From an optimization exercise on the open Yosys and OpenROAD flow, aimed at a short achievable clock period and few clock cycles; shortcuts taken in it are not production practice.
RTL that was checked went through simulation tests only; none was proved equivalent to the original.
The RTL of runs 2 and 5 was laid out without a check of its function.
Power is estimated from default activity; no workload was simulated.

==> flow/design.v <==
`timescale 1ns/1ps
package rtos_cfg_pkg;
    localparam int XLEN       = 32;   
    localparam int ADDR_W     = 32;   
    localparam int TASK_ID_W  = 3;    
    localparam int PRIO_W     = 4;    
    localparam int REG_ADDR_W = 5;    
    localparam int CSR_WORDS   = 2;
    localparam int MEPC_OFS    = 0;   
    localparam int MSTATUS_OFS = 1;
    localparam int WORD_SHIFT  = 2;   
    typedef enum logic [2:0] {
        OP_CREATE  = 3'd0,   
        OP_DELETE  = 3'd1,   
        OP_GET_CUR = 3'd2    
    } cust_op_e;
    function automatic integer frame_words(input integer num_cold);
        frame_words = num_cold + CSR_WORDS;
    endfunction
endpackage
`timescale 1ns/1ps
package rtos_if_pkg;
    localparam int XLEN       = 32;
    localparam int ADDR_W     = 32;
    localparam int TASK_ID_W  = 3;
    localparam int PRIO_W     = 4;
    localparam int REG_ADDR_W = 5;
    typedef struct packed {
        logic [XLEN-1:0] mepc;
        logic [XLEN-1:0] mstatus;
    } trap_csr_t;
    typedef struct packed {
        logic [2:0]                         funct3;   
        logic [TASK_ID_W-1:0] id;     
        logic [PRIO_W-1:0]    prio;   
    } cust_inst_t;
    typedef struct packed {
        logic [ADDR_W-1:0] addr;    
        logic [XLEN-1:0]   wdata;   
        logic                            we;
    } mem_req_t;
    typedef struct packed {
        logic [REG_ADDR_W-1:0] addr;
        logic [XLEN-1:0]       data;
    } rf_wr_t;
endpackage
`timescale 1ns/1ps
module cold_regfile #(
    parameter int NUM_COLD_REGS = 8
) (
    input  logic                                clk_i,
    input  logic                                rst_n_i,
    input  logic [rtos_cfg_pkg::REG_ADDR_W-1:0] raddr_i,
    output logic [rtos_cfg_pkg::XLEN-1:0]       rdata_o,
    input  rtos_if_pkg::rf_wr_t                 wr_i,
    input  logic                                we_i,
    input  logic [rtos_cfg_pkg::REG_ADDR_W-1:0] ctl_raddr_i,
    output logic [rtos_cfg_pkg::XLEN-1:0]       ctl_rdata_o,
    input  rtos_if_pkg::rf_wr_t                 ctl_wr_i,
    input  logic                                ctl_we_i,
    input  logic                                busy_i
);
    localparam int RIDX_W = $clog2(NUM_COLD_REGS);
    logic [rtos_cfg_pkg::XLEN-1:0] regs_q [NUM_COLD_REGS];
    assign rdata_o     = (int'(raddr_i) < NUM_COLD_REGS) ? regs_q[raddr_i[RIDX_W-1:0]] : '0;
    assign ctl_rdata_o = (int'(ctl_raddr_i) < NUM_COLD_REGS) ?
                         regs_q[ctl_raddr_i[RIDX_W-1:0]] : '0;
    always_ff @(posedge clk_i) begin
        if (!rst_n_i) begin
            for (int i = 0; i < NUM_COLD_REGS; i++) begin
                regs_q[i] <= '0;
            end
        end else begin
            if (we_i && !busy_i && int'(wr_i.addr) < NUM_COLD_REGS) begin   
                regs_q[wr_i.addr[RIDX_W-1:0]] <= wr_i.data;
            end
            if (ctl_we_i && int'(ctl_wr_i.addr) < NUM_COLD_REGS) begin
                regs_q[ctl_wr_i.addr[RIDX_W-1:0]] <= ctl_wr_i.data;
            end
        end
    end
endmodule
`timescale 1ns/1ps
module task_sched #(
    parameter int NUM_TASKS = 8
) (
    input  logic                               clk_i,
    input  logic                               rst_n_i,
    input  logic                               inst_en_i,
    input  rtos_if_pkg::cust_inst_t            inst_i,
    output logic [rtos_cfg_pkg::XLEN-1:0]      inst_rd_o,
    output logic                               inst_done_o,
    input  logic [rtos_cfg_pkg::TASK_ID_W-1:0] cur_id_i,
    input  logic                               sel_go_i,
    output logic                               sel_done_o,
    output logic [rtos_cfg_pkg::TASK_ID_W-1:0] next_id_o
);
    logic [NUM_TASKS-1:0] vld_q;              
    logic [rtos_cfg_pkg::PRIO_W-1:0]    prio_q [NUM_TASKS];
    logic                 id_ok;              
    logic                 best_hit;
    logic [rtos_cfg_pkg::TASK_ID_W-1:0] best_id;
    logic [rtos_cfg_pkg::PRIO_W-1:0]    best_prio;
    assign id_ok = int'(inst_i.id) < NUM_TASKS;
    always_ff @(posedge clk_i) begin
        if (!rst_n_i) begin
            vld_q       <= '0;
            inst_done_o <= 1'b0;
            sel_done_o  <= 1'b0;
        end else begin
            inst_done_o <= inst_en_i;   
            sel_done_o  <= sel_go_i;
            if (inst_en_i && id_ok) begin
                if (inst_i.funct3 == rtos_cfg_pkg::OP_CREATE) vld_q[inst_i.id] <= 1'b1;
                if (inst_i.funct3 == rtos_cfg_pkg::OP_DELETE) vld_q[inst_i.id] <= 1'b0;
            end
        end
    end
    always_ff @(posedge clk_i) begin
        if (inst_en_i) begin
            inst_rd_o <= '0;
            case (inst_i.funct3)
                rtos_cfg_pkg::OP_CREATE: begin
                    if (id_ok) begin
                        prio_q[inst_i.id] <= inst_i.prio;
                        inst_rd_o         <= rtos_cfg_pkg::XLEN'(1);
                    end
                end
                rtos_cfg_pkg::OP_GET_CUR: inst_rd_o <= rtos_cfg_pkg::XLEN'(cur_id_i);
                default: inst_rd_o <= '0;   
            endcase
        end
        if (sel_go_i) next_id_o <= best_id;
    end
    always_comb begin
        best_hit  = 1'b0;
        best_id   = cur_id_i;   
        best_prio = '0;
        for (int i = 0; i < NUM_TASKS; i++) begin
            if (vld_q[i] && (!best_hit || prio_q[i] > best_prio)) begin
                best_hit  = 1'b1;
                best_id   = rtos_cfg_pkg::TASK_ID_W'(i);
                best_prio = prio_q[i];
            end
        end
    end
endmodule
`timescale 1ns/1ps
module ctx_mem_port #(
    parameter int  NUM_COLD_REGS = 8,
    localparam int FRAME_WORDS   = rtos_cfg_pkg::frame_words(NUM_COLD_REGS),
    localparam int IDX_W         = $clog2(FRAME_WORDS)
) (
    input  logic                               clk_i,
    input  logic                               rst_n_i,
    input  logic                               word_go_i,
    input  logic                               word_we_i,
    input  logic [IDX_W-1:0]                   word_idx_i,
    input  logic [rtos_cfg_pkg::TASK_ID_W-1:0] word_task_i,
    input  logic [rtos_cfg_pkg::XLEN-1:0]      word_wdata_i,
    output logic                               word_done_o,
    output logic [rtos_cfg_pkg::XLEN-1:0]      word_rdata_o,
    output rtos_if_pkg::mem_req_t              mem_req_o,
    output logic                               mem_valid_o,
    input  logic                               mem_ready_i,
    input  logic                               mem_rvalid_i,
    input  logic [rtos_cfg_pkg::XLEN-1:0]      mem_rdata_i
);
    typedef enum logic [1:0] {P_IDLE, P_REQ, P_RESP} port_st_e;
    port_st_e          st_q;
    logic [rtos_cfg_pkg::ADDR_W-1:0] word_addr;
    logic              rd_ret;   
    assign word_addr = (rtos_cfg_pkg::ADDR_W'(word_task_i) * rtos_cfg_pkg::ADDR_W'(FRAME_WORDS) + rtos_cfg_pkg::ADDR_W'(word_idx_i))
                       << rtos_cfg_pkg::WORD_SHIFT;
    assign mem_valid_o = (st_q == P_REQ);
    assign rd_ret = mem_rvalid_i &&
                    (st_q == P_RESP || (st_q == P_REQ && mem_ready_i && !mem_req_o.we));
    always_ff @(posedge clk_i) begin
        if (!rst_n_i) begin
            st_q        <= P_IDLE;
            word_done_o <= 1'b0;
        end else begin
            word_done_o <= 1'b0;
            case (st_q)
                P_IDLE: if (word_go_i) st_q <= P_REQ;
                P_REQ: begin
                    if (mem_ready_i) begin
                        st_q        <= (mem_req_o.we || rd_ret) ? P_IDLE : P_RESP;
                        word_done_o <= mem_req_o.we || rd_ret;   
                    end
                end
                P_RESP: begin
                    if (rd_ret) begin
                        st_q        <= P_IDLE;
                        word_done_o <= 1'b1;
                    end
                end
                default: st_q <= P_IDLE;
            endcase
        end
    end
    always_ff @(posedge clk_i) begin
        if (st_q == P_IDLE && word_go_i) begin
            mem_req_o.addr  <= word_addr;
            mem_req_o.wdata <= word_wdata_i;
            mem_req_o.we    <= word_we_i;
        end
        if (rd_ret) word_rdata_o <= mem_rdata_i;
    end
endmodule
`timescale 1ns/1ps
module ctx_ctrl #(
    parameter int  NUM_COLD_REGS = 8,
    localparam int FRAME_WORDS   = rtos_cfg_pkg::frame_words(NUM_COLD_REGS),
    localparam int IDX_W         = $clog2(FRAME_WORDS)
) (
    input  logic                                clk_i,
    input  logic                                rst_n_i,
    input  logic                                trap_i,
    input  rtos_if_pkg::trap_csr_t              trap_csr_i,
    output logic                                busy_o,
    output rtos_if_pkg::trap_csr_t              restore_o,
    output logic                                restore_valid_o,
    output logic [rtos_cfg_pkg::TASK_ID_W-1:0]  cur_id_o,
    input  logic [rtos_cfg_pkg::TASK_ID_W-1:0]  next_id_i,
    output logic                                sel_go_o,
    input  logic                                sel_done_i,
    output logic                                word_go_o,
    output logic                                word_we_o,
    output logic [IDX_W-1:0]                    word_idx_o,
    output logic [rtos_cfg_pkg::TASK_ID_W-1:0]  word_task_o,
    output logic [rtos_cfg_pkg::XLEN-1:0]       word_wdata_o,
    input  logic                                word_done_i,
    input  logic [rtos_cfg_pkg::XLEN-1:0]       word_rdata_i,
    output logic [rtos_cfg_pkg::REG_ADDR_W-1:0] rf_raddr_o,
    input  logic [rtos_cfg_pkg::XLEN-1:0]       rf_rdata_i,
    output rtos_if_pkg::rf_wr_t                 rf_wr_o,
    output logic                                rf_we_o
);
    typedef enum logic [2:0] {IDLE, SAVE, SELECT, LOAD, DONE} ctx_st_e;
    localparam logic [IDX_W-1:0] LAST_IDX = IDX_W'(FRAME_WORDS - 1);
    ctx_st_e              st_q;
    logic                 wait_q;     
    logic [IDX_W-1:0]     idx_q;      
    logic [rtos_cfg_pkg::TASK_ID_W-1:0] cur_id_q;
    logic [rtos_cfg_pkg::TASK_ID_W-1:0] nxt_id_q;   
    rtos_if_pkg::trap_csr_t            csr_q;      
    rtos_if_pkg::trap_csr_t            restore_q;
    logic                 accept;
    logic                 is_cold;    
    logic                 is_mepc;
    logic                 is_mstat;
    logic                 last_word;
    assign busy_o          = (st_q == SAVE || st_q == SELECT || st_q == LOAD);   
    assign restore_valid_o = (st_q == DONE);
    assign restore_o       = restore_q;
    assign cur_id_o        = cur_id_q;
    assign accept          = trap_i && !busy_o;
    assign is_cold   = int'(idx_q) < NUM_COLD_REGS;
    assign is_mepc   = int'(idx_q) == NUM_COLD_REGS + rtos_cfg_pkg::MEPC_OFS;
    assign is_mstat  = int'(idx_q) == NUM_COLD_REGS + rtos_cfg_pkg::MSTATUS_OFS;
    assign last_word = (idx_q == LAST_IDX);
    assign word_go_o    = (st_q == SAVE || st_q == LOAD) && !wait_q;
    assign word_we_o    = (st_q == SAVE);
    assign word_idx_o   = idx_q;
    assign word_task_o  = (st_q == SAVE) ? cur_id_q : nxt_id_q;
    assign word_wdata_o = is_cold ? rf_rdata_i : (is_mepc ? csr_q.mepc : csr_q.mstatus);
    assign sel_go_o     = (st_q == SELECT) && !wait_q;
    assign rf_raddr_o   = rtos_cfg_pkg::REG_ADDR_W'(idx_q);
    assign rf_wr_o.addr = rtos_cfg_pkg::REG_ADDR_W'(idx_q);
    assign rf_wr_o.data = word_rdata_i;
    assign rf_we_o      = (st_q == LOAD) && word_done_i && is_cold;
    always_ff @(posedge clk_i) begin
        if (!rst_n_i) begin
            st_q     <= IDLE;
            wait_q   <= 1'b0;
            idx_q    <= '0;
            cur_id_q <= '0;
        end else begin
            case (st_q)
                IDLE, DONE: begin
                    st_q   <= accept ? SAVE : IDLE;   
                    idx_q  <= '0;
                    wait_q <= 1'b0;
                end
                SAVE, LOAD: begin
                    if (word_go_o) wait_q <= 1'b1;
                    if (word_done_i) begin
                        wait_q <= 1'b0;
                        idx_q  <= last_word ? '0 : idx_q + 1'b1;
                        if (last_word) begin
                            st_q <= (st_q == SAVE) ? SELECT : DONE;
                            if (st_q == LOAD) cur_id_q <= nxt_id_q;   
                        end
                    end
                end
                SELECT: begin
                    if (sel_go_o) wait_q <= 1'b1;
                    if (sel_done_i) begin
                        wait_q <= 1'b0;
                        st_q   <= LOAD;
                    end
                end
                default: st_q <= IDLE;
            endcase
        end
    end
    always_ff @(posedge clk_i) begin
        if (accept) csr_q <= trap_csr_i;
        if (sel_done_i) nxt_id_q <= next_id_i;
        if (st_q == LOAD && word_done_i) begin
            if (is_mepc) restore_q.mepc <= word_rdata_i;
            if (is_mstat) restore_q.mstatus <= word_rdata_i;
        end
    end
endmodule
`timescale 1ns/1ps
module rtos_ctx_top #(
    parameter int NUM_TASKS     = 8,
    parameter int NUM_COLD_REGS = 8
) (
    input  logic                                clk_i,
    input  logic                                rst_n_i,
    input  logic [rtos_cfg_pkg::REG_ADDR_W-1:0] raddr_i,
    output logic [rtos_cfg_pkg::XLEN-1:0]       rdata_o,
    input  rtos_if_pkg::rf_wr_t                 wr_i,
    input  logic                                we_i,
    input  logic                                trap_i,
    input  rtos_if_pkg::trap_csr_t              trap_csr_i,
    input  logic                                mret_i,
    output logic                                mret_ready_o,
    output logic                                busy_o,
    output rtos_if_pkg::trap_csr_t              restore_o,
    output logic                                restore_valid_o,
    input  logic                                inst_en_i,
    input  rtos_if_pkg::cust_inst_t             inst_i,
    output logic [rtos_cfg_pkg::XLEN-1:0]       inst_rd_o,
    output logic                                inst_done_o,
    output rtos_if_pkg::mem_req_t               mem_req_o,
    output logic                                mem_valid_o,
    input  logic                                mem_ready_i,
    input  logic                                mem_rvalid_i,
    input  logic [rtos_cfg_pkg::XLEN-1:0]       mem_rdata_i
);
    localparam int IDX_W = $clog2(rtos_cfg_pkg::frame_words(NUM_COLD_REGS));
    logic [rtos_cfg_pkg::TASK_ID_W-1:0]  cur_id;
    logic [rtos_cfg_pkg::TASK_ID_W-1:0]  next_id;
    logic                  sel_go;
    logic                  sel_done;
    logic                  word_go;
    logic                  word_we;
    logic [IDX_W-1:0]      word_idx;
    logic [rtos_cfg_pkg::TASK_ID_W-1:0]  word_task;
    logic [rtos_cfg_pkg::XLEN-1:0]       word_wdata;
    logic                  word_done;
    logic [rtos_cfg_pkg::XLEN-1:0]       word_rdata;
    logic [rtos_cfg_pkg::REG_ADDR_W-1:0] rf_raddr;
    logic [rtos_cfg_pkg::XLEN-1:0]       rf_rdata;
    rtos_if_pkg::rf_wr_t                rf_wr;
    logic                  rf_we;
    assign mret_ready_o = ~busy_o;   
    ctx_ctrl #(.NUM_COLD_REGS(NUM_COLD_REGS)) ctrl0 (
        .clk_i, .rst_n_i, .trap_i, .trap_csr_i, .busy_o, .restore_o, .restore_valid_o,
        .cur_id_o(cur_id), .next_id_i(next_id), .sel_go_o(sel_go), .sel_done_i(sel_done),
        .word_go_o(word_go), .word_we_o(word_we), .word_idx_o(word_idx),
        .word_task_o(word_task), .word_wdata_o(word_wdata), .word_done_i(word_done),
        .word_rdata_i(word_rdata), .rf_raddr_o(rf_raddr), .rf_rdata_i(rf_rdata),
        .rf_wr_o(rf_wr), .rf_we_o(rf_we)
    );
    task_sched #(.NUM_TASKS(NUM_TASKS)) sched0 (
        .clk_i, .rst_n_i, .inst_en_i, .inst_i, .inst_rd_o, .inst_done_o,
        .cur_id_i(cur_id), .sel_go_i(sel_go), .sel_done_o(sel_done), .next_id_o(next_id)
    );
    cold_regfile #(.NUM_COLD_REGS(NUM_COLD_REGS)) rf0 (
        .clk_i, .rst_n_i, .raddr_i, .rdata_o, .wr_i, .we_i,
        .ctl_raddr_i(rf_raddr), .ctl_rdata_o(rf_rdata), .ctl_wr_i(rf_wr), .ctl_we_i(rf_we),
        .busy_i(busy_o)
    );
    ctx_mem_port #(.NUM_COLD_REGS(NUM_COLD_REGS)) mem0 (
        .clk_i, .rst_n_i, .word_go_i(word_go), .word_we_i(word_we), .word_idx_i(word_idx),
        .word_task_i(word_task), .word_wdata_i(word_wdata), .word_done_o(word_done),
        .word_rdata_o(word_rdata), .mem_req_o, .mem_valid_o, .mem_ready_i, .mem_rvalid_i,
        .mem_rdata_i
    );
endmodule
`timescale 1ns/1ps
module rtos_ctx (
    input  logic        clk_i,
    input  logic        rst_n_i,
    input  logic [4:0]  raddr_i,
    output logic [31:0] rdata_o,
    input  logic [4:0]  wr_addr_i,
    input  logic [31:0] wr_data_i,
    input  logic        we_i,
    input  logic        trap_i,
    input  logic [31:0] trap_mepc_i,
    input  logic [31:0] trap_mstatus_i,
    input  logic        mret_i,
    output logic        mret_ready_o,
    output logic        busy_o,
    output logic [31:0] restore_mepc_o,
    output logic [31:0] restore_mstatus_o,
    output logic        restore_valid_o,
    input  logic        inst_en_i,
    input  logic [2:0]  inst_funct3_i,
    input  logic [2:0]  inst_id_i,
    input  logic [3:0]  inst_prio_i,
    output logic [31:0] inst_rd_o,
    output logic        inst_done_o,
    output logic [31:0] mem_addr_o,
    output logic [31:0] mem_wdata_o,
    output logic        mem_we_o,
    output logic        mem_valid_o,
    input  logic        mem_ready_i,
    input  logic        mem_rvalid_i,
    input  logic [31:0] mem_rdata_i
);
    localparam int NT = 8;    
    localparam int NC = 8;    
    localparam int FW = 10;   
    logic [31:0] regs_q [NC];
    logic [NT-1:0] vld_q;
    logic [3:0]  prio_q [NT];
    logic [2:0]  cur_q;         
    logic [2:0]  nxt_q;         
    logic        busy_q;
    logic        rv_q;          
    logic        same_q;        
    logic [FW-1:0] wpend_q;     
    logic [FW-1:0] wsel_q;      
    logic [6:0]  base_q;        
    logic [NC-1:0] dirty_q;     
    logic [NC-1:0] dirty_d;
    logic [FW-1:0] rsel_q;      
    logic        inst_done_q;
    logic [2:0]  inst_rd_q;
    logic        mvalid_q;
    logic        mwe_q;
    logic [6:0]  maddr_q;       
    logic [31:0] mwdata_q;
    logic [31:0] rmepc_q;       
    logic [31:0] rmstatus_q;
    assign rdata_o           = (raddr_i[4:3] == 2'b00) ? regs_q[raddr_i[2:0]] : 32'd0;
    assign busy_o            = busy_q;
    assign mret_ready_o      = ~busy_q;
    assign restore_valid_o   = rv_q;
    assign restore_mepc_o    = rmepc_q;
    assign restore_mstatus_o = rmstatus_q;
    assign inst_done_o       = inst_done_q;
    assign inst_rd_o         = {29'd0, inst_rd_q};
    assign mem_valid_o       = mvalid_q;
    assign mem_we_o          = mwe_q;
    assign mem_addr_o        = {23'd0, maddr_q, 2'b00};
    assign mem_wdata_o       = mwdata_q;
    logic [NT-1:0] win;
    logic [2:0]    win_id;
    logic [2:0]    best_id;
    logic          best_same;   
    always_comb begin
        for (int t = 0; t < NT; t++) begin
            win[t] = vld_q[t];
            for (int u = 0; u < NT; u++) begin
                if (u < t) win[t] = win[t] & (!vld_q[u] || prio_q[t] >  prio_q[u]);
                if (u > t) win[t] = win[t] & (!vld_q[u] || prio_q[t] >= prio_q[u]);
            end
        end
        win_id = '0;
        for (int t = 0; t < NT; t++) if (win[t]) win_id = win_id | 3'(t);
        best_id   = (vld_q == '0) ? cur_q : win_id;
        best_same = (vld_q == '0) || win[cur_q];
    end
    logic accept;
    logic rv_d;                 
    logic xfer;
    logic rd_ret;
    logic wr_last;
    logic rd_last;
    logic [FW-1:0] wrem;        
    logic [FW-1:0] wnsel;       
    logic [31:0] wnext;         
    logic [3:0]  wnidx;         
    assign accept  = trap_i && !busy_q;
    assign xfer    = mvalid_q && mem_ready_i;
    assign rd_ret  = busy_q && !mwe_q && mem_rvalid_i;
    assign rd_last = rsel_q[FW-1];
    assign rv_d    = busy_q && (mwe_q ? (xfer && wr_last && same_q) : (rd_ret && rd_last));
    assign wrem    = wpend_q & ~wsel_q;
    assign wr_last = (wrem == '0);
    always_comb begin
        wnsel = '0;
        for (int j = FW - 1; j >= 0; j--) if (wrem[j]) wnsel = FW'(1) << j;
    end
    always_comb begin
        wnext = '0;
        wnidx = '0;
        if (wnsel[1]) begin
            wnext = wnext | rmstatus_q;
            wnidx = wnidx | 4'd9;
        end
        for (int r = 0; r < NC; r++) begin
            if (wnsel[2+r]) begin
                wnext = wnext | regs_q[r];
                wnidx = wnidx | 4'(r);
            end
        end
    end
    always_comb begin
        dirty_d = dirty_q;
        if (!busy_q && we_i && wr_addr_i[4:3] == 2'b00) dirty_d[wr_addr_i[2:0]] = 1'b1;
    end
    always_ff @(posedge clk_i) begin
        if (!rst_n_i) dirty_q <= '1;   
        else if (rv_d) dirty_q <= '0;
        else dirty_q <= dirty_d;
    end
    always_ff @(posedge clk_i) begin
        if (!rst_n_i) begin
            busy_q      <= 1'b0;
            rv_q        <= 1'b0;
            mvalid_q    <= 1'b0;
            cur_q       <= '0;
            vld_q       <= '0;
            inst_done_q <= 1'b0;
        end else begin
            rv_q        <= 1'b0;
            inst_done_q <= inst_en_i;
            if (inst_en_i) begin
                if (inst_funct3_i == 3'd0) vld_q[inst_id_i] <= 1'b1;
                if (inst_funct3_i == 3'd1) vld_q[inst_id_i] <= 1'b0;
            end
            if (accept) begin
                busy_q   <= 1'b1;
                mvalid_q <= 1'b1;
            end else if (busy_q) begin
                if (mwe_q) begin
                    if (xfer && wr_last) begin
                        if (same_q) begin
                            busy_q   <= 1'b0;
                            rv_q     <= 1'b1;
                            mvalid_q <= 1'b0;
                        end
                    end
                end else begin
                    if (xfer && wsel_q[FW-1]) mvalid_q <= 1'b0;
                    if (rd_ret && rd_last) begin
                        busy_q <= 1'b0;
                        rv_q   <= 1'b1;
                        cur_q  <= nxt_q;
                    end
                end
            end
        end
    end
    always_ff @(posedge clk_i) begin
        if (inst_en_i) begin
            if (inst_funct3_i == 3'd0) prio_q[inst_id_i] <= inst_prio_i;
            inst_rd_q <= (inst_funct3_i == 3'd0) ? 3'd1 :
                         (inst_funct3_i == 3'd2) ? cur_q : 3'd0;
        end
        if (accept) begin
            nxt_q      <= best_id;
            same_q     <= best_same;
            mwe_q      <= 1'b1;
            base_q     <= 7'(cur_q) * 7'(FW);
            maddr_q    <= 7'(cur_q) * 7'(FW) + 7'd8;
            mwdata_q   <= trap_mepc_i;
            wpend_q    <= {dirty_d, 2'b11};
            wsel_q     <= FW'(1);
            rsel_q     <= FW'(1);
            rmepc_q    <= trap_mepc_i;
            rmstatus_q <= trap_mstatus_i;
        end else if (busy_q) begin
            if (xfer) begin
                if (mwe_q) begin
                    wsel_q   <= wnsel;
                    wpend_q  <= wrem;
                    mwdata_q <= wnext;
                    if (wr_last) begin
                        wsel_q  <= FW'(1);
                        mwe_q   <= 1'b0;
                        maddr_q <= 7'(nxt_q) * 7'(FW);
                    end else begin
                        maddr_q <= base_q + 7'(wnidx);
                    end
                end else begin
                    wsel_q  <= {wsel_q[FW-2:0], wsel_q[FW-1]};
                    maddr_q <= maddr_q + 7'd1;
                end
            end
            if (rd_ret) begin
                rsel_q <= {rsel_q[FW-2:0], rsel_q[FW-1]};
                if (rsel_q[FW-2]) rmepc_q    <= mem_rdata_i;
                if (rsel_q[FW-1]) rmstatus_q <= mem_rdata_i;
            end
        end
    end
    always_ff @(posedge clk_i) begin
        for (int r = 0; r < NC; r++) begin
            if (!rst_n_i) regs_q[r] <= '0;
            else if (rd_ret && rsel_q[r]) regs_q[r] <= mem_rdata_i;
            else if (!busy_q && we_i && wr_addr_i == 5'(r)) regs_q[r] <= wr_data_i;
        end
    end
endmodule
==> flow/flow/run.sh <==
#!/bin/bash
set -euo pipefail
bash standard.sh SETUP_SLACK_MARGIN=6.6 finish > standard_flow.log 2>&1
==> flow/standard.sh <==
#!/bin/bash
# synth_recipe.tcl (not shown) runs the flow's synth.tcl, then flattens the netlist and writes it again
# the make line also repeats each setting of config.mk as NAME=value (left out here)
make -C /OpenROAD-flow-scripts/flow DESIGN_CONFIG=/design/flow/config.mk WORK_HOME=/design/flow/orfs CLKGATE_MAP_FILE= SYNTH_SCRIPT=/design/flow/synth_recipe.tcl "${@:-finish}"
==> flow/config.mk <==
export PLATFORM = sky130hd
export DESIGN_NAME = rtos_ctx
export DESIGN_NICKNAME = rtos_ctx
export VERILOG_FILES = /design/flow/design.v
export SDC_FILE = /design/flow/constraint.sdc
export NUM_CORES = 4
export LEC_CHECK = 0
export ABC_CLOCK_PERIOD_IN_PS = 5000
export CAP_MARGIN = 20
export CORE_MARGIN = 2
export CORE_UTILIZATION = 40
export SETUP_SLACK_MARGIN = 5
export SLEW_MARGIN = 20
export TNS_END_PERCENT = 100
==> flow/constraint.sdc <==
create_clock -name core_clock -period 11.0 [get_ports {clk_i}]
set_input_delay 2.2000 -clock core_clock [delete_from_list [all_inputs] [get_ports {clk_i}]]
set_output_delay 2.2000 -clock core_clock [all_outputs]
set_load 0.01 [all_outputs]
==> flow_summary.ini, run 1 <==
[route]
drtIter0Drc = 3492
ant_nets = 0
num_vias = 26000
drt_first_pass_iters = 7
drc = 0
drt-total-wl_um = 110000
wire_per_inst_um = 27.1
routed_via_density = 6.39

[logic_synthesis]
yosysUniqueCellTypes = 78
synth_top_area_share_pct = 23.6
ys.flop_type = dfxtp_1
synth-seq-area-share_pct = 41.9
syn_area_per_cell_um2 = 8.59
syn_area_um2 = 25600
synthCells = 2978
yosysWarnings = 2
async_flop_share_pct = 0
synthTopCellsByArea = dfxtp_1 24%, edfxtp_1 18%, nor2_1 9.3%
synth-edff-count = 156
ys_ff_latch = 458
yosysTopAreaCell = dfxtp_1

[clock_tree]
htree_levels = 2
cts_buffer_depth = 3
root_buffer = clkbuf_16
cts_sinks = 458
cts_tree = built
clock_latency_ns = 0.64
worst_setup_hold_path_clk_slew_ns = 0.06
cts_buffers = 51

[sta]
relSlewSlack_pct = 42.4
rsz0062_at_grt = yes
fin_crit_sh_pct = 52.2
finClkSkew_ns = 0.0350
tns_ns = 0
tightest_slew_ns = 0.858
max_freq_mhz = 174
slew_viol_final = 0
hold_viol_final = 0
setup_viol = 0
min_period_ns = 5.74

[critical_path]
critPathBufInv = 5
cpLargestDelayFamily = buffers and inverters
r2r_slack_ns = 7.17
crit_fanout = 7
crit_arrival_ns = 3.54
critPathKind = in -> out
crit_chain = buf_16 > buf_16 > or3_4 > buf_6 > buf_6 > o21ai_2 > nor2_1 > buf_2
crit_required_ns = 8.80
endpoint_kind = output port
crit_path_top_delay_cell = or3_4
crit_path_start_kind = input port
slowest_delay_ns = 0.44

[run]
max-cap-violations = 0

[power_and_ir_drop]
swShare_pct = 27.1
switching_power_mw = 1.14
max-vdd-ir-drop_v = 0.000121
combPwrFrac_pct = 14.7
clock_power_share_pct = 41.5
p_per_area_nw_per_um2 = 130
power_mw = 4.20
p_int_mw = 3.06
p_leak_nw = 12.3
sequentialPowerShare_pct = 43.9

[grt]
grt_usage_pct = 31.8
grt_pass1_vias = 24900
grt_pass1_wl_um = 160000
grt_antenna_before_repair = 5
grt_max_degree = 112
overflow = 0

[floorplan]
start_util_pct = 40.5
die_area_um2 = 66000
ioPinCount = 354
coreArea_um2 = 63200
rows = 92
die_h_um = 257
die_w_um = 257

[place]
port_buffers = 298
place_congestion = 0.956
placed_area_um2 = 28900
dp_hpwl_um = 62700

[finish]
drive_above_1_share_pct = 13.0
fillers = 5736
ff_latch_area_um2 = 10700
fin_area_um2 = 32300
area_delta_synth_final_pct = 26.4
multiInputGateArea_um2 = 14000
nets = 3461

[min_path]
hp-class = reg -> reg

[status]
status = timing/DRC/antenna clean
## metal layers
metal  share of wire (%)  GRT usage (%)  vias to the layer above
li1                    -              -                    11300
met4                 5.5           16.0                        4
met5               0.021              0                        -
met3                  12           8.49                      424
met1                  39           40.7                    12500
met2                  44           49.7                     1856
## cells in the mapped netlist, types with 7 or more instances
cell and number:
a21o_1 8, nand4_1 21, o211ai_1 16, o221ai_1 255
a21oi_1 108, buf_2 17, dfxtp_1 302, buf_1 45
nand2_1 329, inv_1 61, o21ai_1 31, a222oi_1 32
mux4_2 18, nor3_1 14, o22ai_1 38, a211oi_1 18
xnor2_1 7, o21ai_0 60, mux2i_1 32, nand2b_1 25
and4_1 8, and3_1 7, xor2_1 7, edfxtp_1 156
mux2_2 9, a221oi_1 35, nand3_1 71, buf_4 54
a31oi_1 51, a22oi_1 34, a22o_1 10, nor2_1 636
nor2b_1 17, clkbuf_1 209, mux2_1 15, ha_1 130
## worst min-delay path, delay by kind of cell, from the launching register on
kind | cells | cell delay [ns]
AND/OR/NAND/NOR | 2 | 0.10
flip-flops | 1 | 0.31
## state kept, by name, indices dropped and copies added, names as in the netlist
signal	cells
prio_q	32
rmepc_q	32
base_q	6
inst_rd_q	3
rmstatus_q	32
wpend_q	10
inst_done_q	1
dirty_q	8
mwe_q	1
wsel_q	10
busy_q	1
mvalid_q	1
regs_q	256
maddr_q	7
mwdata_q	32
same_q	1
rv_q	1
rsel_q	10
vld_q	8
cur_q	3
nxt_q	3
## per-stage QoR
stage | util [%] | cells | worst slack [ns] | hold WS, ns
6_report | 51.2 | 4066 | 5.26 | 0.456
5_1_grt | 51.2 | 4065 | 5.23 | 0.474
3_5_place_dp | 45.7 | 3889 | 3.70 | 0.445
3_3_place_gp | 45.7 | 3889 | 3.69 | 0.431
2_1_floorplan | - | 3031 | 5.66 | 0.423
4_1_cts | 50.6 | 4050 | 5.28 | 0.454
## power by group through the flow
stage | Combinational [mW] | Clock [mW] | Sequential [mW]
after floorplan | 0.293 | 0 | 1.88
after global placement | 0.509 | 0 | 1.88
after detailed placement | 0.517 | 0 | 1.88
after CTS | 0.589 | 1.75 | 1.84
after global routing | 0.646 | 1.82 | 1.85
final | 0.615 | 1.74 | 1.84
## area by class of cell
type / instances / area share (%)
Inverter: 68 / 0.839
Sequential cell: 458 / 33.2
Clock buffer: 77 / 4.72
Clock inverter: 19 / 0.491
Timing Repair Buffer: 414 / 14.1
Multi-Input combinational cell: 2181 / 43.4
Tap cell: 846 / 3.27
Antenna cell: 3 / 0.0232
## path summary, 6_finish.rpt
| kind | to | cells after the start | start |
|---|---|---|---|
| max | rdata_o[10] | 8 | raddr_i[0] |
| min | wpend_q[1] | 2 | wpend_q[1] |
| max reg2reg | maddr_q[4] | 13 | wsel_q[2] |
| min reg2reg | wpend_q[1] | 2 | wpend_q[1] |
## cell usage in the layout, fill, tap and decap left out, types with 35 or more instances in the layout
cell type | Yosys | layout
a21oi_1 | 108 | 72
clkdlybuf4s50_1 | 0 | 260
a31oi_1 | 51 | 51
buf_4 | 54 | 56
clkbuf_16 | 0 | 53
dfxtp_1 | 302 | 302
nand3_1 | 71 | 71
nand2_1 | 329 | 299
a21oi_2 | 0 | 35
edfxtp_1 | 156 | 156
nor2_1 | 636 | 612
conb_1 | 1 | 54
o221ai_1 | 255 | 255
inv_1 | 61 | 59
ha_1 | 130 | 130
o21ai_1 | 31 | 40
## cells by family (layout without fill, tap and decap cells)
kind of cell | count (synthesis) | in the layout | synth area share [%]
flops | 458 | 458 | 41.9
other cells | 1 | 57 | 0.0147
mux | 74 | 74 | 3.89
simple gates | 1165 | 1169 | 19.0
fa+ha+maj | 131 | 131 | 6.44
compound gates | 739 | 739 | 21.4
xor+xnor | 14 | 14 | 0.479
buf+inv | 396 | 578 | 6.80
## repair_timing
action | in CTS | in global routing
hold buffers | 0 | 0
resized for setup | 275 | 58
pin swaps | 41 | 36
cloned | 21 | 1
setup buffers | 44 | 12
setup endpoints to repair | 161 | 208
Testbench counts, summed over its fixed seeds: cycles 11,851.
==> run 2, diff against run 1 <==
--- a/flow/design.v
+++ b/flow/design.v
@@ -440,7 +440,12 @@
     logic [31:0] mwdata_q;
     logic [31:0] rmepc_q;       
     logic [31:0] rmstatus_q;
-    assign rdata_o           = (raddr_i[4:3] == 2'b00) ? regs_q[raddr_i[2:0]] : 32'd0;
+    logic [NC-1:0] rsel;
+    always_comb begin
+        for (int r = 0; r < NC; r++) rsel[r] = (raddr_i == 5'(r));
+        rdata_o = '0;
+        for (int r = 0; r < NC; r++) rdata_o = rdata_o | ({32{rsel[r]}} & regs_q[r]);
+    end
     assign busy_o            = busy_q;
     assign mret_ready_o      = ~busy_q;
     assign restore_valid_o   = rv_q;
==> run 2 against run 1 <==
- still clean on timing, DRC and antenna
- first-iteration DRC count rose by 9.0%
- sequential power is essentially flat
- area after synthesis increased by 5.6%
- non-clock buffer count is 34 lower
- synthesized cell count up 6.6%
- cell count increased by 3.4%
- setup slack got worse by 0.30 ns
- largest cell class unchanged
==> flow_summary.ini, run 2 <==
[sta]
max_freq_mhz = 166
finClkSkew_ns = 0.0367
relSlewSlack_pct = 22.3
tns_ns = 0
rsz0062_at_grt = yes
fin_crit_sh_pct = 54.9
setup_viol = 0
min_period_ns = 6.04
slew_viol_final = 0
tightest_slew_ns = 1.16
hold_viol_final = 0

[finish]
final_common_cell = nand3_1
nets = 3572
post-route-util_pct = 48.8
drive_above_1_share_pct = 8.75
area_delta_synth_final_pct = 21.1
multiInputGateArea_um2 = 15000
fin_area_um2 = 32700
ff_latch_area_um2 = 10700
largest-register = regs_q
fillers = 6261
layout_common_cells = 570 x nand3_1, 556 x nand2_1, 302 x dfxtp_1
largest_register_ffs = 256

[grt]
grt_usage_pct = 31.8
grt_antenna_before_repair = 6
grt_max_degree = 99
overflow = 0
grt_pass1_vias = 26700
grt_pass1_wl_um = 169000

[logic_synthesis]
yosysTopAreaCell = dfxtp_1
synthCells = 3174
async_flop_share_pct = 0
synth-seq-area-share_pct = 39.7
synthTopCellsByArea = dfxtp_1 22%, edfxtp_1 17%, nand3_1 11%
yosysWarnings = 2
syn_area_um2 = 27000
synth-edff-count = 156
synth_common_cells = 577 x nand2_1, 570 x nand3_1, 302 x dfxtp_1, 256 x o211a_1, 230 x clkbuf_1
yosysUniqueCellTypes = 79
ys_ff_latch = 458
syn_area_per_cell_um2 = 8.51
synth_top_area_share_pct = 22.4
ys.flop_type = dfxtp_1
synth_most_common_cell = nand2_1

[status]
status = timing/DRC/antenna clean

[power_and_ir_drop]
p_leak_nw = 14.9
p_per_area_nw_per_um2 = 127
max-vdd-ir-drop_v = 0.000108

[critical_path]
r2r_start = wpend_q[3]
crit_path_start_kind = input port
crit_path_top_delay_cell = or3_4
slowest_delay_ns = 0.42
cp_common_cell = buf_6
crit_chain = buf_6 > or3_4 > buf_6 > nor2_4 > buf_12 > buf_16 > a22oi_2 > nand4_1 > buf_2
r2r_slack_ns = 7.38
critPathBufInv = 5
crit_fanout = 5
endpoint_kind = output port
critPathKind = in -> out
crit_required_ns = 8.80
reg2regPathDepth = 13
regToRegEndpoint = maddr_q[6]
cpLargestDelayFamily = simple AND/OR/NAND/NOR gates
crit_arrival_ns = 3.84

[route]
drt_first_pass_iters = 10
ant_nets = 0
drc = 0
wire_per_inst_um = 27.9
num_vias = 27800
drt-total-wl_um = 117000
drtIter0Drc = 3807
routed_via_density = 6.60

[clock_tree]
cts_buffers = 52
htree_levels = 2
cts_buffer_depth = 3
holdBufCountCts = 0
cts_sinks = 458
cts_tree = built
root_buffer = clkbuf_16
clock_latency_ns = 0.64
worst_setup_hold_path_clk_slew_ns = 0.06

[min_path]
min_path_cells = 2
hold_path_end = wpend_q[0]
hp-class = reg -> reg
min_from = wpend_q[0]

[floorplan]
die_w_um = 264
die_area_um2 = 69600
coreArea_um2 = 67000
rows = 95
ioPinCount = 354
start_util_pct = 40.3
die_h_um = 264

[run]
max-cap-violations = 0

[place]
port_buffers = 298
dp_hpwl_um = 65400
place_congestion = 0.903
placed_area_um2 = 30000
## run 2: per-stage QoR
stage          instances  worst slack, ns  power (mW)  hold WS (ns)
6_report            4205             4.96        4.15         0.451
4_1_cts             4184             5.01        4.14         0.454
3_5_place_dp        4066             4.02        2.37         0.442
5_1_grt             4204             4.95        4.26         0.472
3_3_place_gp        4065             4.03        2.36         0.428
2_1_floorplan       3227             5.56        2.14         0.416
## run 2: how the worst max path moves through the flow
stage               slack (ns)  startpoint          end  depth (start not counted)
finish                    4.96  raddr_i[4]  rdata_o[29]                          9
global route              4.95  raddr_i[4]  rdata_o[29]                          9
floorplan                 5.56  raddr_i[2]  rdata_o[28]                          5
CTS                       5.01  raddr_i[4]  rdata_o[29]                          9
global placement          4.03  raddr_i[2]  rdata_o[29]                          7
detailed placement        4.02  raddr_i[2]  rdata_o[29]                          7
## run 2: final cells by class
cell class                 instances  share of cell area [%]
antenna                            5                  0.0382
sequential                       458                    32.8
clock buffer                      76                    4.57
timing repair buffer             380                    12.3
clock inverter                    21                   0.619
inverter                          54                   0.627
multi-input combinational       2338                    45.7
tap                              873                    3.34
## run 2: where the power goes
part / internal [mW] / switching (mW) / leakage [nW]
Combinational: 0.201 / 0.317 / 10.1
Clock: 1.01 / 0.770 / 0.836
Sequential: 1.81 / 0.0345 / 3.92
## run 2: cell families (layout without fill, tap and decap cells)
logic type / count (synthesis) / after routing / synth area share (%)
AO/OA/AOI/OAI: 715 / 715 / 21.5
XOR/XNOR: 13 / 13 / 0.421
adder cells (fa/ha/maj): 132 / 132 / 6.14
buffers and inverters: 431 / 531 / 7.50
flip-flops: 458 / 458 / 39.7
multiplexers: 12 / 12 / 0.445
other: 1 / 59 / 0.0139
AND/OR/NAND/NOR: 1412 / 1412 / 24.3
## run 2: repair_timing
item,4_1_cts,5_1_grt
setup endpoints to repair,368,151
cloned,11,5
pin swaps,34,17
gates resized for setup,238,28
buffers inserted,10,11
## run 2: routing by layer
metal	global-route usage, %	vias up	share of wire (%)
li1	-	11900	-
met1	40.6	13300	38
met2	48.0	2055	43
met3	8.49	494	12
met4	19.5	2	5.9
met5	0	-	0.0085
## run 2: worst register-to-register path: stages, from the launching register on
cell and delay [ns]:
edfxtp_1 0.36, or2b_1 0.30, nand4_4 0.24, nor4b_4 0.31, buf_4 0.65, or4_1 0.28, ha_1 0.24, a21o_1 0.16
a21oi_1 0.23, nor2_1 0.10, xnor2_1 0.15, a21oi_1 0.09, nor2b_1 0.13, o22ai_1 0.09
==> run 3, diff against run 2 <==
--- a/flow/design.v
+++ b/flow/design.v
@@ -440,12 +440,7 @@
     logic [31:0] mwdata_q;
     logic [31:0] rmepc_q;       
     logic [31:0] rmstatus_q;
-    logic [NC-1:0] rsel;
-    always_comb begin
-        for (int r = 0; r < NC; r++) rsel[r] = (raddr_i == 5'(r));
-        rdata_o = '0;
-        for (int r = 0; r < NC; r++) rdata_o = rdata_o | ({32{rsel[r]}} & regs_q[r]);
-    end
+    assign rdata_o           = (raddr_i[4:3] == 2'b00) ? regs_q[raddr_i[2:0]] : 32'd0;
     assign busy_o            = busy_q;
     assign mret_ready_o      = ~busy_q;
     assign restore_valid_o   = rv_q;
==> flow/flow/run.sh (replaced) <==
#!/bin/bash
set -euo pipefail
bash standard.sh SETUP_SLACK_MARGIN=6.6 IO_CONSTRAINTS="$PWD/flow/io_rdport.tcl" finish > standard_flow.log 2>&1
==> flow/flow/io_rdport.tcl (new file) <==
# keep the cold-register read port (raddr_i in, rdata_o out) together on one edge
set rd_pins {}
foreach p [list raddr_i rdata_o] {
  foreach b [get_ports "${p}*"] { lappend rd_pins [get_name $b] }
}
set_io_pin_constraint -pin_names $rd_pins -region top:90-170
==> run 3 against run 2 <==
- worst hold slack got worse by 0.0071 ns
- critical path depth grew 1
- count of clock-buffer cells in the layout fell by 2
- critical endpoint is now rdata_o[1]
- largest cell class unchanged
- cell area decreased by 0.21%
- clock power hardly changed
- synthesized cell count decreased by 6.2%
- sequential power about the same
- core utilization is 2.9 points higher
- sequential cell count unchanged
- highest routed layer unchanged
==> flow_summary.ini, run 3 <==
[sta]
hold_viol_final = 0
slew_viol_final = 0
setup_viol = 0
min_period_ns = 5.77
finClkSkew_ns = 0.0369
tns_ns = 0
tightest_slew_ns = 1.15
rsz0062_at_grt = yes
relSlewSlack_pct = 23.0
max_freq_mhz = 173
fin_crit_sh_pct = 52.5

[route]
ant_nets = 0
routed_via_density = 6.39
drt-met1-wl_um = 41600
num_vias = 26000
drt-total-wl_um = 110000
top_layer_used = met5
drt_first_pass_iters = 10
wire_per_inst_um = 27.1
route.met2.wl_um = 49200
drtIter0Drc = 3895
drc = 0
met3_length_um = 12700

[critical_path]
regToRegEndpoint = maddr_q[4]
crit_path_start_kind = input port
endpoint_kind = output port
crit_fanout = 6
crit_end = rdata_o[1]
crit_required_ns = 8.80
critPathKind = in -> out
r2r_slack_ns = 7.17
reg2regPathDepth = 13
crit_arrival_ns = 3.57
r2r_start = wsel_q[1]
crit_path_start = raddr_i[1]

[clock_tree]
cts_buffers = 52
htree_levels = 2
cts_tree = built
cts_buffer_depth = 3
root_buffer = clkbuf_16
worst_setup_hold_path_clk_slew_ns = 0.06
cts_sinks = 458
clock_latency_ns = 0.65

[finish]
final_common_cell = nor2_1
largest-register = regs_q
post-route-util_pct = 51.7
drive_above_1_share_pct = 13.4
layout_common_cells = 603 x nor2_1, 302 x nand2_1, 302 x dfxtp_1
nets = 3466
area_delta_synth_final_pct = 27.7
largest_register_ffs = 256

[place]
dp_hpwl_um = 63800
place_congestion = 0.967
port_buffers = 298

[logic_synthesis]
yosysWarnings = 2
synth_most_common_cell = nor2_1
ys_ff_latch = 458
synth-seq-area-share_pct = 41.9
syn_area_um2 = 25600
synth_top_area_share_pct = 23.6
syn_area_per_cell_um2 = 8.59
synthTopCellsByArea = dfxtp_1 24%, edfxtp_1 18%, nor2_1 9.3%
synth-edff-count = 156
yosysUniqueCellTypes = 78
ys.flop_type = dfxtp_1
synthCells = 2978
synth_common_cells = 636 x nor2_1, 329 x nand2_1, 302 x dfxtp_1, 255 x o221ai_1, 209 x clkbuf_1
async_flop_share_pct = 0
yosysTopAreaCell = dfxtp_1

[floorplan]
start_util_pct = 40.5
die_h_um = 257
rows = 92
coreArea_um2 = 63200
die_area_um2 = 66000
ioPinCount = 354
die_w_um = 257

[grt]
grt_antenna_before_repair = 7
grt_usage_pct = 31.9
grt_pass1_wl_um = 160000
grt_pass1_vias = 24900
overflow = 0
grt_max_degree = 105

[power_and_ir_drop]
max-vdd-ir-drop_v = 0.000127
p_leak_nw = 12.4
power_mw = 4.24
p_per_area_nw_per_um2 = 130

[status]
status = timing/DRC/antenna clean

[run]
max-cap-violations = 0

[min_path]
hp-class = reg -> reg
## run 3: cell types whose count changed after synthesis, sizes merged, moves of 44 or more
| cell | delta |
|---|---|
| a22oi | -130 |
| o221ai | +253 |
| o211a | -251 |
| nand2 | -248 |
| o21ai | +44 |
| nand3 | -499 |
| nor2 | +531 |
| clkbuf | -53 |
## run 3: area by class of cell
class	instances	area (um2)
diodes	1	2.50
clock inverters	23	244
flip-flops and latches	458	10700
inverters	68	295
multi-input cells	2180	14200
repair inverters	1	11.3
repair buffers	418	4630
well taps	846	1060
clock buffers	74	1460
fillers	5666	30500
## run 3: timing repair
| item | CTS | global route |
|---|---|---|
| hold buffers | 0 | 0 |
| resized for setup | 269 | 104 |
| setup buffers | 46 | 22 |
| endpoints found under the setup margin | 219 | 131 |
| cloned | 18 | 1 |
| pin swaps | 41 | 55 |
## run 3: metrics by stage
stage	instances	cell area, um2	hold slack, ns	setup WS, ns
floorplan	3031	26200	0.423	5.66
global placement	3880	28800	0.431	3.45
detailed placement	3880	28800	0.435	3.46
CTS	4041	32000	0.444	5.23
global route	4069	32700	0.490	5.19
finish	4069	32700	0.444	5.23
## run 3: worst min-delay path by stage
stage | startpoint | end | slack (ns) | depth (start not counted)
2_1_floorplan | wpend_q[0] | wpend_q[0] | 0.42 | 2
3_3_place_gp | wpend_q[0] | wpend_q[0] | 0.43 | 2
3_5_place_dp | wpend_q[0] | wpend_q[0] | 0.43 | 2
4_1_cts | wpend_q[0] | wpend_q[0] | 0.44 | 2
5_1_grt | wpend_q[0] | wpend_q[0] | 0.49 | 2
6_report | wpend_q[0] | wpend_q[0] | 0.44 | 2
## run 3: kinds of logic after synthesis
group	count (synthesis)	share of synthesized area [%]
AOI/OAI and AO/OA	739	21.4
xor gates and xnor gates	14	0.479
adders and majority gates	131	6.44
buffers and inverters	396	6.80
DFF	458	41.9
muxes	74	3.89
other	1	0.0147
and+or+nand+nor	1165	19.0
## run 3: worst max-delay path: stages
cell and delay, ns:
buf_16 0.12, clkinvlp_4 0.15, buf_12 0.18, nor2_4 0.15
buf_4 0.14, nand2_1 0.04, o21ai_0 0.08, a21oi_1 0.11
nor2_2 0.20, buf_2 0.18
## run 3: where the power goes
| part | leakage, nW | internal (mW) | total (mW) | switching (mW) |
|---|---|---|---|---|
| clock network | 0.831 | 0.999 | 1.78 | 0.778 |
| registers | 3.92 | 1.81 | 1.84 | 0.0333 |
| logic | 7.66 | 0.268 | 0.617 | 0.348 |
| total | 12.4 | 3.08 | 4.24 | 1.16 |
## run 3: layer usage
| layer | vias to the layer above | GRT usage, % |
|---|---|---|
| met4 | 10 | 19.4 |
| met3 | 404 | 6.82 |
| li1 | 11300 | - |
| met5 | - | 0 |
| met1 | 12500 | 40.4 |
| met2 | 1838 | 50.0 |
Testbench counts of run 3, summed over its fixed seeds: cycles 11,851.
==> run 4, diff against run 3 <==
--- a/flow/design.v
+++ b/flow/design.v
@@ -426,11 +426,7 @@
     logic        busy_q;
     logic        rv_q;          
     logic        same_q;        
-    logic [FW-1:0] wpend_q;     
     logic [FW-1:0] wsel_q;      
-    logic [6:0]  base_q;        
-    logic [NC-1:0] dirty_q;     
-    logic [NC-1:0] dirty_d;
     logic [FW-1:0] rsel_q;      
     logic        inst_done_q;
     logic [2:0]  inst_rd_q;
@@ -470,48 +466,23 @@
         best_same = (vld_q == '0) || win[cur_q];
     end
     logic accept;
-    logic rv_d;                 
     logic xfer;
     logic rd_ret;
     logic wr_last;
     logic rd_last;
-    logic [FW-1:0] wrem;        
-    logic [FW-1:0] wnsel;       
+    logic [31:0] wd0;           
     logic [31:0] wnext;         
-    logic [3:0]  wnidx;         
     assign accept  = trap_i && !busy_q;
     assign xfer    = mvalid_q && mem_ready_i;
     assign rd_ret  = busy_q && !mwe_q && mem_rvalid_i;
+    assign wr_last = wsel_q[FW-1];
     assign rd_last = rsel_q[FW-1];
-    assign rv_d    = busy_q && (mwe_q ? (xfer && wr_last && same_q) : (rd_ret && rd_last));
-    assign wrem    = wpend_q & ~wsel_q;
-    assign wr_last = (wrem == '0);
-    always_comb begin
-        wnsel = '0;
-        for (int j = FW - 1; j >= 0; j--) if (wrem[j]) wnsel = FW'(1) << j;
-    end
+    assign wd0     = (we_i && wr_addr_i == 5'd0) ? wr_data_i : regs_q[0];
     always_comb begin
         wnext = '0;
-        wnidx = '0;
-        if (wnsel[1]) begin
-            wnext = wnext | rmstatus_q;
-            wnidx = wnidx | 4'd9;
-        end
-        for (int r = 0; r < NC; r++) begin
-            if (wnsel[2+r]) begin
-                wnext = wnext | regs_q[r];
-                wnidx = wnidx | 4'(r);
-            end
-        end
-    end
-    always_comb begin
-        dirty_d = dirty_q;
-        if (!busy_q && we_i && wr_addr_i[4:3] == 2'b00) dirty_d[wr_addr_i[2:0]] = 1'b1;
-    end
-    always_ff @(posedge clk_i) begin
-        if (!rst_n_i) dirty_q <= '1;   
-        else if (rv_d) dirty_q <= '0;
-        else dirty_q <= dirty_d;
+        for (int w = 0; w < NC - 1; w++) if (wsel_q[w]) wnext = wnext | regs_q[w+1];
+        if (wsel_q[NC-1]) wnext = wnext | rmepc_q;
+        if (wsel_q[NC])   wnext = wnext | rmstatus_q;
     end
     always_ff @(posedge clk_i) begin
         if (!rst_n_i) begin
@@ -541,7 +512,7 @@
                         end
                     end
                 end else begin
-                    if (xfer && wsel_q[FW-1]) mvalid_q <= 1'b0;
+                    if (xfer && wr_last) mvalid_q <= 1'b0;
                     if (rd_ret && rd_last) begin
                         busy_q <= 1'b0;
                         rv_q   <= 1'b1;
@@ -561,29 +532,20 @@
             nxt_q      <= best_id;
             same_q     <= best_same;
             mwe_q      <= 1'b1;
-            base_q     <= 7'(cur_q) * 7'(FW);
-            maddr_q    <= 7'(cur_q) * 7'(FW) + 7'd8;
-            mwdata_q   <= trap_mepc_i;
-            wpend_q    <= {dirty_d, 2'b11};
+            maddr_q    <= 7'(cur_q) * 7'(FW);
+            mwdata_q   <= wd0;
             wsel_q     <= FW'(1);
             rsel_q     <= FW'(1);
             rmepc_q    <= trap_mepc_i;
             rmstatus_q <= trap_mstatus_i;
         end else if (busy_q) begin
             if (xfer) begin
-                if (mwe_q) begin
-                    wsel_q   <= wnsel;
-                    wpend_q  <= wrem;
-                    mwdata_q <= wnext;
-                    if (wr_last) begin
-                        wsel_q  <= FW'(1);
-                        mwe_q   <= 1'b0;
-                        maddr_q <= 7'(nxt_q) * 7'(FW);
-                    end else begin
-                        maddr_q <= base_q + 7'(wnidx);
-                    end
+                wsel_q   <= {wsel_q[FW-2:0], wsel_q[FW-1]};
+                mwdata_q <= wnext;
+                if (mwe_q && wr_last) begin
+                    mwe_q   <= 1'b0;
+                    maddr_q <= 7'(nxt_q) * 7'(FW);
                 end else begin
-                    wsel_q  <= {wsel_q[FW-2:0], wsel_q[FW-1]};
                     maddr_q <= maddr_q + 7'd1;
                 end
             end
==> flow/flow/run.sh (replaced) <==
#!/bin/bash
set -euo pipefail
bash standard.sh SETUP_SLACK_MARGIN=6.6 finish > standard_flow.log 2>&1
removed: flow/flow/io_rdport.tcl
==> run 4 against run 3 <==
- still clean
- cell area up 0.11%
- sequential cell count down 24
- non-clock buffer count up 14
- power down 5.2%
- synthesized cell count up 4.4%
- via count up 4.2%
- cell count up 2.5%
- worst hold slack better by 0.0076 ns
- core utilization down 0.96 points
- first-iteration DRC count down 4.3%
- register-to-register slack better by 0.71 ns
- combinational power down 19%
- largest cell class unchanged
- highest routed layer unchanged
==> flow_summary.ini, run 4 <==
[status]
status = timing/DRC/antenna clean

[place]
port_buffers = 298
place_congestion = 0.928
dp.cells = 3971
dp_hpwl_um = 65700
dp_slack_ns = 3.43

[clock_tree]
cts_sinks = 434
cts_buffer_depth = 3
cts_tree = built
worst_setup_hold_path_clk_slew_ns = 0.06
clock_latency_ns = 0.63
cts_buffers = 51
htree_levels = 2
root_buffer = clkbuf_16

[floorplan]
rows = 93
die_w_um = 259
coreArea_um2 = 64500
start_util_pct = 40.5
ioPinCount = 354
die_h_um = 259
die_area_um2 = 67300

[finish]
post-route-util_pct = 50.7
area_delta_synth_final_pct = 25.3
nets = 3549
final_common_cell = nand2_1
drive_above_1_share_pct = 13.7
fin_cells = 4169
largest-register = regs_q
fillers = 5953
largest_register_ffs = 256
layout_common_cells = 495 x nand2_1, 332 x nor2_1, 278 x dfxtp_1

[critical_path]
regToRegEndpoint = regs_q[1][20]
r2r_slack_ns = 7.88
crit_required_ns = 8.80
r2r_start = rsel_q[1]
crit_fanout = 6
reg2regPathDepth = 5
endpoint_kind = output port
crit_path_start_kind = input port
crit_arrival_ns = 3.63
critPathKind = in -> out

[grt]
grtUsageMet3_pct = 8.84
grt_pass1_vias = 26100
grt_use_met1_pct = 44.0
grt_usage_pct = 33.7
grt.met2_usage_pct = 51.3
grt_antenna_before_repair = 4
overflow = 0
grt_pass1_wl_um = 170000
grt_max_degree = 173
top_usage_layer = met2

[run]
max-cap-violations = 0

[sta]
tightest_slew_ns = 1.32
min_period_ns = 5.83
fin_crit_sh_pct = 53.0
setup_viol = 0
slew_viol_final = 0
hold_viol_final = 0
max_freq_mhz = 171
rsz0062_at_grt = yes
tns_ns = 0
relSlewSlack_pct = 11.8
finClkSkew_ns = 0.0188
fin_ws_ns = 5.17

[logic_synthesis]
synth_common_cells = 511 x nand2_1, 344 x nor2_1, 293 x dfxtp_1, 266 x clkbuf_1, 261 x nand3_1
yosysWarnings = 2
yosysTopAreaCell = dfxtp_1
synthTopCellsByArea = dfxtp_1 22%, edfxtp_1 16%, nand2_1 7.3%
synth_most_common_cell = nand2_1
synth-edff-count = 141
yosysUniqueCellTypes = 71
synth_top_area_share_pct = 22.5
async_flop_share_pct = 0
synthCells = 3108
syn_area_um2 = 26100
ys.flop_type = dfxtp_1
syn_area_per_cell_um2 = 8.40
ys_ff_latch = 434
synth-seq-area-share_pct = 38.7

[min_path]
hold_path_end = wsel_q[9]
min_path_cells = 2
min_from = wsel_q[8]
hp-class = reg -> reg

[route]
drc = 0
wire_per_inst_um = 28.3
ant_nets = 0
routed_via_density = 6.50
drt-total-wl_um = 118000
num_vias = 27100
drtIter0Drc = 3729
drt_first_pass_iters = 6

[power_and_ir_drop]
max-vdd-ir-drop_v = 0.000114
p_leak_nw = 12.5
power_mw = 4.02
p_per_area_nw_per_um2 = 123
## run 4: cells by family (layout without fill, tap and decap cells)
group,count (synthesis),count (layout),synth area share (%)
other,1,56,0.0144
multiplexers,122,122,5.58
AND/OR/NAND/NOR,1254,1256,20.6
XOR/XNOR,7,7,0.235
flip-flops,434,434,38.7
buffers and inverters,438,584,7.38
AO/OA/AOI/OAI,730,733,21.7
adder cells (fa/ha/maj),122,122,5.85
## run 4: repair_timing
item | in CTS | in global routing
buffers inserted | 72 | 12
cloned | 16 | 2
hold buffers | 0 | 0
resized for setup | 289 | 43
endpoints found under the setup margin | 256 | 218
pin swaps | 37 | 34
## run 4: how the worst max path moves through the flow
stage / from / endpoint / slack (ns)
4_1_cts: raddr_i[1] / rdata_o[13] / 5.20
2_1_floorplan: raddr_i[0] / rdata_o[26] / 5.63
3_5_place_dp: raddr_i[0] / rdata_o[29] / 3.43
6_report: raddr_i[1] / rdata_o[21] / 5.17
3_3_place_gp: raddr_i[0] / rdata_o[29] / 3.45
5_1_grt: raddr_i[1] / rdata_o[15] / 5.17
## run 4: critical path, cell delays in order
cell and delay, ns:
buf_8 0.10, buf_12 0.14, buf_16 0.15, buf_8 0.13
nor2_4 0.23, buf_12 0.15, a32oi_2 0.10, a21oi_2 0.24
buf_2 0.17
## run 4: final cells by class
type | count | area [um2] | area share (%)
Clock inverter | 22 | 201 | 0.616
Antenna cell | 2 | 5.00 | 0.0153
Sequential cell | 434 | 10100 | 31.0
Clock buffer | 72 | 1520 | 4.65
Inverter | 58 | 263 | 0.804
Multi-Input combinational cell | 2294 | 14900 | 45.5
Timing Repair Buffer | 432 | 4630 | 14.2
Tap cell | 855 | 1070 | 3.27
## run 4: per-layer routing
| metal | wire length, um | part of all wire (%) | vias up |
|---|---|---|---|
| li1 | - | - | 11700 |
| met1 | 45400 | 38 | 12900 |
| met2 | 51300 | 43 | 1978 |
| met3 | 14700 | 12 | 478 |
| met4 | 6630 | 5.6 | 4 |
| met5 | 22 | 0.019 | - |
## run 4: power breakdown
group / switching [mW] / internal (mW) / leakage, nW
registers: 0.0450 / 1.70 / 3.72
logic: 0.289 / 0.211 / 7.91
clock network: 0.739 / 1.03 / 0.855
total: 1.07 / 2.94 / 12.5
## run 4: metrics by stage
step | hold slack, ns | area [um2]
3_3_place_gp | 0.434 | 29100
4_1_cts | 0.455 | 32300
2_1_floorplan | 0.437 | 26500
6_report | 0.452 | 32700
5_1_grt | 0.481 | 32700
3_5_place_dp | 0.441 | 29100
Testbench counts of run 4, summed over its fixed seeds: cycles 22,971.
==> run 5, diff against run 4 <==
--- a/flow/design.v
+++ b/flow/design.v
@@ -448,22 +448,36 @@
     assign mem_we_o          = mwe_q;
     assign mem_addr_o        = {23'd0, maddr_q, 2'b00};
     assign mem_wdata_o       = mwdata_q;
-    logic [NT-1:0] win;
-    logic [2:0]    win_id;
-    logic [2:0]    best_id;
-    logic          best_same;   
+    logic [4:0] key [NT];
+    logic [4:0] k1 [4];
+    logic [2:0] i1 [4];
+    logic [4:0] k2 [2];
+    logic [2:0] i2 [2];
+    logic [4:0] k3;
+    logic [2:0] i3;
+    logic [2:0] best_id;
     always_comb begin
-        for (int t = 0; t < NT; t++) begin
-            win[t] = vld_q[t];
-            for (int u = 0; u < NT; u++) begin
-                if (u < t) win[t] = win[t] & (!vld_q[u] || prio_q[t] >  prio_q[u]);
-                if (u > t) win[t] = win[t] & (!vld_q[u] || prio_q[t] >= prio_q[u]);
+        for (int t = 0; t < NT; t++) key[t] = vld_q[t] ? {1'b1, prio_q[t]} : 5'd0;
+        for (int p = 0; p < 4; p++) begin
+            if (key[2*p] >= key[2*p+1]) begin
+                k1[p] = key[2*p];   i1[p] = 3'(2*p);
+            end else begin
+                k1[p] = key[2*p+1]; i1[p] = 3'(2*p+1);
             end
         end
-        win_id = '0;
-        for (int t = 0; t < NT; t++) if (win[t]) win_id = win_id | 3'(t);
-        best_id   = (vld_q == '0) ? cur_q : win_id;
-        best_same = (vld_q == '0) || win[cur_q];
+        for (int p = 0; p < 2; p++) begin
+            if (k1[2*p] >= k1[2*p+1]) begin
+                k2[p] = k1[2*p];   i2[p] = i1[2*p];
+            end else begin
+                k2[p] = k1[2*p+1]; i2[p] = i1[2*p+1];
+            end
+        end
+        if (k2[0] >= k2[1]) begin
+            k3 = k2[0]; i3 = i2[0];
+        end else begin
+            k3 = k2[1]; i3 = i2[1];
+        end
+        best_id = k3[4] ? i3 : cur_q;   
     end
     logic accept;
     logic xfer;
@@ -530,7 +544,7 @@
         end
         if (accept) begin
             nxt_q      <= best_id;
-            same_q     <= best_same;
+            same_q     <= (best_id == cur_q);
             mwe_q      <= 1'b1;
             maddr_q    <= 7'(cur_q) * 7'(FW);
             mwdata_q   <= wd0;
==> flow/run.sh (new file) <==
#!/bin/bash
# synth_recipe.tcl (not shown) runs the flow's synth.tcl, then flattens the netlist and writes it again
# the make line also repeats each setting of config.mk as NAME=value (left out here)
make -C /OpenROAD-flow-scripts/flow DESIGN_CONFIG=/design/flow/config.mk WORK_HOME=/design/flow/orfs CLKGATE_MAP_FILE= SYNTH_SCRIPT=/design/flow/synth_recipe.tcl finish
==> flow/config.mk (replaced) <==
export PLATFORM = sky130hd
export DESIGN_NAME = rtos_ctx
export DESIGN_NICKNAME = rtos_ctx
export VERILOG_FILES = /design/flow/design.v
export SDC_FILE = /design/flow/constraint.sdc
export NUM_CORES = 4
export LEC_CHECK = 0
export CAP_MARGIN = 20
export CORE_MARGIN = 2
export CORE_UTILIZATION = 40
export SLEW_MARGIN = 20
removed: flow/flow/run.sh
removed: flow/standard.sh
==> run 5 against run 4 <==
- still clean on timing, DRC and antenna
- sequential share of layout area up 4.6 points
- power down 3.5%
- setup slack worse by 2.0 ns
==> flow_summary.ini, run 5 <==
[logic_synthesis]
synth-seq-area-share_pct = 42.3
yosysWarnings = 7
async_flop_share_pct = 0
synthSimpleGateAreaFrac_pct = 22.2
synth_most_common_cell = nand2_1
synth-adder-area-share_pct = 2.30
syn_area_per_cell_um2 = 8.19
synth_xor_area_share_pct = 0.330
synth-edff-count = 141
ys_ff_latch = 434
synthMuxAreaShare_pct = 3.60
ys.flop_type = dfxtp_1
synthTopCellsByArea = dfxtp_1 25%, edfxtp_1 18%, nand2_1 8.4%
synth_compound_area_share_pct = 21.8
yosysTopAreaCell = dfxtp_1
synth_top_area_share_pct = 24.6
synth_common_cells = 537 x nand2_1, 383 x nor2_1, 293 x dfxtp_1, 273 x clkbuf_1, 257 x nand3_1
synthCells = 2913
synth_top_family_by_area = simple AND/OR/NAND/NOR gates
yosysUniqueCellTypes = 72
syn_area_um2 = 23900

[floorplan]
die_h_um = 248
rows = 89
ioPinCount = 354
die_area_um2 = 61700
die_w_um = 248
coreArea_um2 = 59000
start_util_pct = 40.4

[power_and_ir_drop]
power_mw = 3.88
p_per_area_nw_per_um2 = 136
p_leak_nw = 10.1
max-vdd-ir-drop_v = 0.000120

[finish]
fin_cells = 3799
area_delta_synth_final_pct = 19.3
nets = 3184
final_common_cell = nand2_1
post-route-util_pct = 48.3
drive_above_1_share_pct = 6.81
largest_register_ffs = 256
layout_common_cells = 523 x nand2_1, 380 x nor2_1, 294 x clkdlybuf4s50_1
fin_area_um2 = 28500
largest-register = regs_q

[route]
ant_nets = 0
drtIter0Drc = 3132
drt_first_pass_iters = 7
drt-total-wl_um = 100000
routed_via_density = 6.35
wire_per_inst_um = 26.3
num_vias = 24100
drc = 0

[place]
placed_area_um2 = 26800
dp_hpwl_um = 56800
dp.cells = 3706
place_congestion = 0.866
port_buffers = 298

[critical_path]
reg2regPathDepth = 22
crit_end = rdata_o[26]
regToRegEndpoint = same_q
crit_required_ns = 8.80
r2r_slack_ns = 5.17
crit_path_start = raddr_i[1]
critPathKind = in -> out
crit_path_start_kind = input port
r2r_start = vld_q[7]
crit_arrival_ns = 5.61
crit_fanout = 52
endpoint_kind = output port

[clock_tree]
holdBufCountCts = 0
clock_latency_ns = 0.62
cts_sinks = 434
worst_setup_hold_path_clk_slew_ns = 0.06
htree_levels = 2
post_cts_resized = 0
cts_buffers = 50
root_buffer = clkbuf_16
post_cts_buffers = 0
cts_buffer_depth = 3
cts_tree = built

[grt]
grt_max_degree = 115
grt_pass1_vias = 23400
grt_antenna_before_repair = 1
grt_pass1_wl_um = 146000
overflow = 0
grt_usage_pct = 31.4

[sta]
min_period_ns = 7.81
relSlewSlack_pct = 17.4
tightest_slew_ns = 1.24
slew_viol_final = 0
hold_viol_final = 0
fin_crit_sh_pct = 71.0
tns_ns = 0
finClkSkew_ns = 0.0339
setup_viol = 0
max_freq_mhz = 128
rsz0062_at_grt = no

[status]
status = timing/DRC/antenna clean

[min_path]
min_path_cells = 2
hp-class = reg -> reg

[run]
max-cap-violations = 0
-- run 5: cell families (layout without fill, tap and decap cells) --
family	after synthesis	after routing
AOI/OAI and AO/OA	687	687
xor gates and xnor gates	9	9
adders and majority gates	44	44
buffers and inverters	406	465
DFF	434	434
muxes	63	63
other	1	55
and+or+nand+nor	1269	1269
-- run 5: through the flow --
step	hold WS, ns	setup slack (ns)
3_5_place_dp	0.450	3.38
5_1_grt	0.503	3.23
6_report	0.463	3.19
4_1_cts	0.458	3.37
2_1_floorplan	0.437	5.06
3_3_place_gp	0.444	3.38
-- run 5: cell type report --
class / count / area, um2
tap: 773 / 967
multi-input combinational: 2126 / 12300
timing repair buffer: 339 / 3280
inverter: 34 / 138
fill: 5618 / 30500
antenna: 1 / 2.50
sequential: 434 / 10100
clock inverter: 16 / 163
clock buffer: 76 / 1470
-- run 5: worst max-delay path, cell delays in order --
cell             delay (ns)
buf_4                  0.59
buf_4                  0.49
nor2b_1                1.02
a221oi_1               0.23
o22a_1                 0.22
nor2_1                 0.23
clkdlybuf4s50_1        0.60
-- run 5: report_power, final --
part / internal (mW) / switching [mW] / total, mW
logic: 0.166 / 0.263 / 0.429
registers: 1.70 / 0.0356 / 1.74
clock network: 0.992 / 0.714 / 1.71
total: 2.86 / 1.01 / 3.88
-- run 5: worst min path at each step --
stage               startpoint   endpoint  slack, ns
CTS                  rsel_q[8]  rsel_q[8]       0.46
finish               rsel_q[8]  rsel_q[8]       0.46
detailed placement   rsel_q[8]  rsel_q[8]       0.45
global route         rsel_q[1]  rsel_q[1]       0.50
global placement     rsel_q[8]  rsel_q[8]       0.44
floorplan            rsel_q[1]  rsel_q[1]       0.44
-- run 5: routing by layer --
metal / part of all wire [%] / GRT usage, % / vias up
li1: - / - / 10700
met1: 38 / 39.0 / 11500
met2: 46 / 51.1 / 1553
met4: 5.3 / 16.4 / 0
met5: 0 / 0 / -
met3: 11 / 6.80 / 393

port drivers added, routing unchanged:
How much do the figures lean on ideal ports? The routed layouts below were timed once more, with nothing changed but the port constraints. Step 1 assumes that a clkbuf_16 drives the clock port and a buf_2 every other input. Step 2, shift: input delay + t, output delay - t, t = (earliest + latest rising clock arrival at the registers) / 2. This alone moves slack from input paths to output paths. Three values: ideal ports, drivers, drivers and shift; two values: the first two.
run | t, ns | setup WS [ns]
run 1 | 0.699 | 5.257 / 5.061 / 5.061
run 2 | 0.688 | 4.961 / 4.925 / 4.925
run 3 | 0.692 | 5.229 / 4.973 / 4.973
run 4 | 0.689 | 5.166 / 5.014 / 5.014
run 5 | 0.666 | 3.189 / 3.142 / 3.142
After both steps every run listed still meets setup and hold.
